What follows belongs to an exercise in optimizing a design on an open flow for small area; a production flow would make more cautious choices.
Only simulation tests tie the RTL to the original design; equivalence was not proved.
Power and IR drop assume default switching activity.

==> flow/design.v (excerpt) <==
module nn_param_loader #(
  parameter int unsigned FRAME_BITS  = 368,
  parameter int unsigned LOAD_CYCLES = 3,
  parameter int unsigned NBYTES      = (FRAME_BITS + 7) / 8,
  parameter int unsigned CNT_W       = $clog2(NBYTES + 1)
) (
  input  logic                  clk,
  input  logic                  rst,
  input  logic [7:0]            s_data,
  input  logic                  s_valid,
  input  logic                  s_sof,
  output logic                  s_ready,
  output logic [FRAME_BITS-1:0] params,
  output logic                  load_params,
  output logic                  frame_done,
  output logic                  frame_err
);
For scale: about 740 flip-flops, ~380 I/O pins, ~23000 um^2 of cells after synthesis.
==> flow/config.mk <==
export PLATFORM = sky130hd
export DESIGN_NAME = nn_param_loader
export DESIGN_NICKNAME = nn_param_loader
export VERILOG_FILES = /design/flow/design.v
export SDC_FILE = /design/flow/constraint.sdc
export NUM_CORES = 4
export LEC_CHECK = 0
export ABC_AREA = 0
export CAP_MARGIN = 0
export CORE_MARGIN = 2
export CORE_UTILIZATION = 75
export SLEW_MARGIN = 0
export SYNTH_HIERARCHICAL = 1
==> flow/constraint.sdc <==
create_clock -name core_clock -period 4.0 [get_ports {clk}]
set_input_delay 0.8000 -clock core_clock [delete_from_list [all_inputs] [get_ports {clk}]]
set_output_delay 0.8000 -clock core_clock [all_outputs]
set_load 0.01 [all_outputs]
standard.sh (not shown) runs the stock make flow with config.mk's settings and CLKGATE_MAP_FILE= SYNTH_SCRIPT=/design/flow/synth_recipe.tcl, a recipe that flattens the netlist after the stock synthesis.
==> flow/flow/run.sh <==
#!/bin/bash
# Standard ORFS layout, with every port buffered by the smallest buffer and clock tree
# synthesis with larger sink clusters and without dummy loads. The make output goes to
# standard_flow.log here; ORFS keeps each step's log under orfs/logs.
set -euo pipefail
bash standard.sh finish \
  "BUFFER_PORTS_ARGS=-buffer_cell sky130_fd_sc_hd__buf_1" \
  "CTS_ARGS=-sink_clustering_enable -repair_clock_nets -dont_use_dummy_load -buf_list sky130_fd_sc_hd__clkbuf_8 -sink_clustering_size 16 -sink_clustering_max_diameter 50" \
  > standard_flow.log 2>&1
The first run finished clean.
Edit:
--- a/flow/flow/run.sh
+++ b/flow/flow/run.sh
@@ -7,3 +7,3 @@
   "BUFFER_PORTS_ARGS=-buffer_cell sky130_fd_sc_hd__buf_1" \
-  "CTS_ARGS=-sink_clustering_enable -repair_clock_nets -dont_use_dummy_load -buf_list sky130_fd_sc_hd__clkbuf_8 -sink_clustering_size 16 -sink_clustering_max_diameter 50" \
+  "CTS_ARGS=-sink_clustering_enable -repair_clock_nets -dont_use_dummy_load -buf_list sky130_fd_sc_hd__clkbuf_4 -sink_clustering_size 10 -sink_clustering_max_diameter 40" \
   > standard_flow.log 2>&1
CAP_MARGIN = 20   (was 0)
SLEW_MARGIN = 20   (was 0)
What happened: The changed run finished with timing, DRC and antenna clean; via count is higher by about 0.9%; utilization shrinks by 0.32 points; fmax drops by about 6%; first-iteration DRC count goes up by about 6.6%; total power decreases by about 1.7%; final cell count came out higher by 1.3%; die area does not change; clock-buffer cell count increases by 31; clock skew came out higher by 0.061 ns; clock power drops by about 5%; global-route usage climbs by 0.44 points.
Edit:
--- a/flow/flow/run.sh
+++ b/flow/flow/run.sh
@@ -7,3 +7,3 @@
   "BUFFER_PORTS_ARGS=-buffer_cell sky130_fd_sc_hd__buf_1" \
-  "CTS_ARGS=-sink_clustering_enable -repair_clock_nets -dont_use_dummy_load -buf_list sky130_fd_sc_hd__clkbuf_4 -sink_clustering_size 10 -sink_clustering_max_diameter 40" \
+  "CTS_ARGS=-sink_clustering_enable -repair_clock_nets -dont_use_dummy_load -buf_list sky130_fd_sc_hd__clkbuf_8 -sink_clustering_size 16 -sink_clustering_max_diameter 50" \
   > standard_flow.log 2>&1
GPL_TIMING_DRIVEN = 0   (was unset)
Clock-buffer cell count fell by 31.
Die area stays the same.
Hold slack is better by 0.15 ns.
Fmax increases by 11%.
Edit:
GPL_TIMING_DRIVEN = unset   (was 0)
PLACE_DENSITY = 0.9   (was unset)
Area after synthesis does not change.
Wire length went down by 5.8%.
Final cell count went down by about 6%.
Clock-buffer cell count went down by 1.
Final area went down by 4.0%.
Edit:
CORE_UTILIZATION = 85   (was 75)
PLACE_DENSITY = unset   (was 0.9)
Result: The changed run produced a clean layout. Routed wire length climbs by 12%. Worst setup slack stays flat. Clock power went up by about 2%. Power rises by 0.76%. Core utilization climbs by 11 points.
Edit:
CORE_UTILIZATION = 75   (was 85)
The changed run finished with timing, DRC and antenna clean.
Sequential power hardly moves.
Global-route usage decreases by 9.0 points.
Final cell count increases by 2.0%.
Cell area decreases by 0.35%.
Setup slack gets better by 0.025 ns.
Combinational power decreases by 8.0%.
Via count decreases by 5.6%.
Die area increases by 13%.
Routed wire length decreases by 12%.

Another version of the RTL of nn_param_loader (not shown whole).
Size in the first run: about 1700 cells after synthesis, ~750 flip-flops, ~23000 sq um of cells after synthesis.
export LEC_CHECK = 0
export ABC_AREA = 0
export CAP_MARGIN = 20
export CORE_MARGIN = 2
export CORE_UTILIZATION = 60
export SLEW_MARGIN = 20
export SYNTH_HIERARCHICAL = 1
create_clock -name core_clock -period 4.0 [get_ports {clk}]
==> flow/flow/run.sh <==
#!/bin/bash
# Standard ORFS layout, with every port buffered by the smallest buffer and clock tree
# synthesis with larger sink clusters and without dummy loads. The make output goes to
# standard_flow.log here; ORFS keeps each step's log under orfs/logs.
set -euo pipefail
bash standard.sh finish \
  "BUFFER_PORTS_ARGS=-buffer_cell sky130_fd_sc_hd__buf_1" \
  "CTS_ARGS=-sink_clustering_enable -repair_clock_nets -dont_use_dummy_load -buf_list sky130_fd_sc_hd__clkbuf_8 -sink_clustering_size 16 -sink_clustering_max_diameter 50" \
  > standard_flow.log 2>&1
The starting point passed the timing, design-rule and antenna checks.
Next try:
--- a/flow/config.mk
+++ b/flow/config.mk
@@ -11 +11 @@
-export CORE_UTILIZATION = 60
+export CORE_UTILIZATION = 75
After rerunning: The changed run finished clean; maximum frequency is higher by roughly a tenth; sequential share of layout area is higher by 0.39 points; total power is lower slightly; die area is lower by about a fifth; global-route usage is higher by 4.2 points; final area is lower slightly; non-clock buffer count stays the same; final cell count is lower by a few percent; wire length is lower by a few percent.
Next try:
--- a/flow/flow/run.sh
+++ b/flow/flow/run.sh
@@ -8 +8 @@
-  "CTS_ARGS=-sink_clustering_enable -repair_clock_nets -dont_use_dummy_load -buf_list sky130_fd_sc_hd__clkbuf_8 -sink_clustering_size 16 -sink_clustering_max_diameter 50" \
+  "CTS_ARGS=-sink_clustering_enable -repair_clock_nets -dont_use_dummy_load -buf_list sky130_fd_sc_hd__clkbuf_8 -sink_clustering_size 20 -sink_clustering_max_diameter 60" \
--- a/flow/config.mk
+++ b/flow/config.mk
@@ -11 +11 @@
-export CORE_UTILIZATION = 75
+export CORE_UTILIZATION = 60
Result: Design area is about the same. Area after synthesis does not change. Synthesized cell count is unchanged. Combinational power is about the same. Routed wire length rose by about 3.6%. Register-to-register slack gets worse by 0.27 ns. Count of clock-buffer cells in the layout fell by 9. Global-route usage fell by 4.3 points. Non-clock buffer count does not change. Die area rose by about 24%.

## separate check: timing with driven ports
How much do the figures lean on ideal ports? The routed layouts below were timed once more, with nothing changed but the port constraints.
Step 1 assumes that a clkbuf_16 drives the clock port and a buf_2 every other input.
Step 2 adds t to the input delays and takes it off the output delays; t is the mean of the earliest and latest rising clock arrival at the registers after step 1. Input paths then give back, and output paths get back, about the clock's delay inside the block.
Three values: ideal ports, drivers, drivers and shift; two values: the first two.
run	t (ns)	setup WS [ns]	worst hold slack (ns)	cell pins on the clock port's net
the first run of note 1	0.633	1.331 / 1.282 / 1.148	0.430 / 0.408 / 0.471	1
the second run of note 1	0.740	1.159 / 1.113 / 1.158	0.281 / 0.262 / 0.448	1
the third run of note 1	0.643	1.435 / 1.385 / 1.485	0.428 / 0.407 / 0.472	1
the fourth run of note 1	0.640	1.303 / 1.253 / 1.029	0.430 / 0.411 / 0.471	1
the fifth run of note 1	0.643	1.306 / 1.258 / 1.165	0.422 / 0.396 / 0.472	1
the sixth run of note 1	0.633	1.331 / 1.282 / 1.148	0.430 / 0.408 / 0.471	1
the first run of note 2	0.674	1.345 / 1.345 / 0.811	0.396 / 0.364 / 0.443	1
the second run of note 2	0.645	1.573 / 1.573 / 1.033	0.416 / 0.403 / 0.455	1
the third run of note 2	0.647	1.305 / 1.305 / 0.860	0.411 / 0.386 / 0.457	1
After both steps setup and hold are still met in every run listed. For the second run of note 2, which loses most, drivers alone change the setup slack by 0.000 ns; drivers and shift together by -0.540 ns.
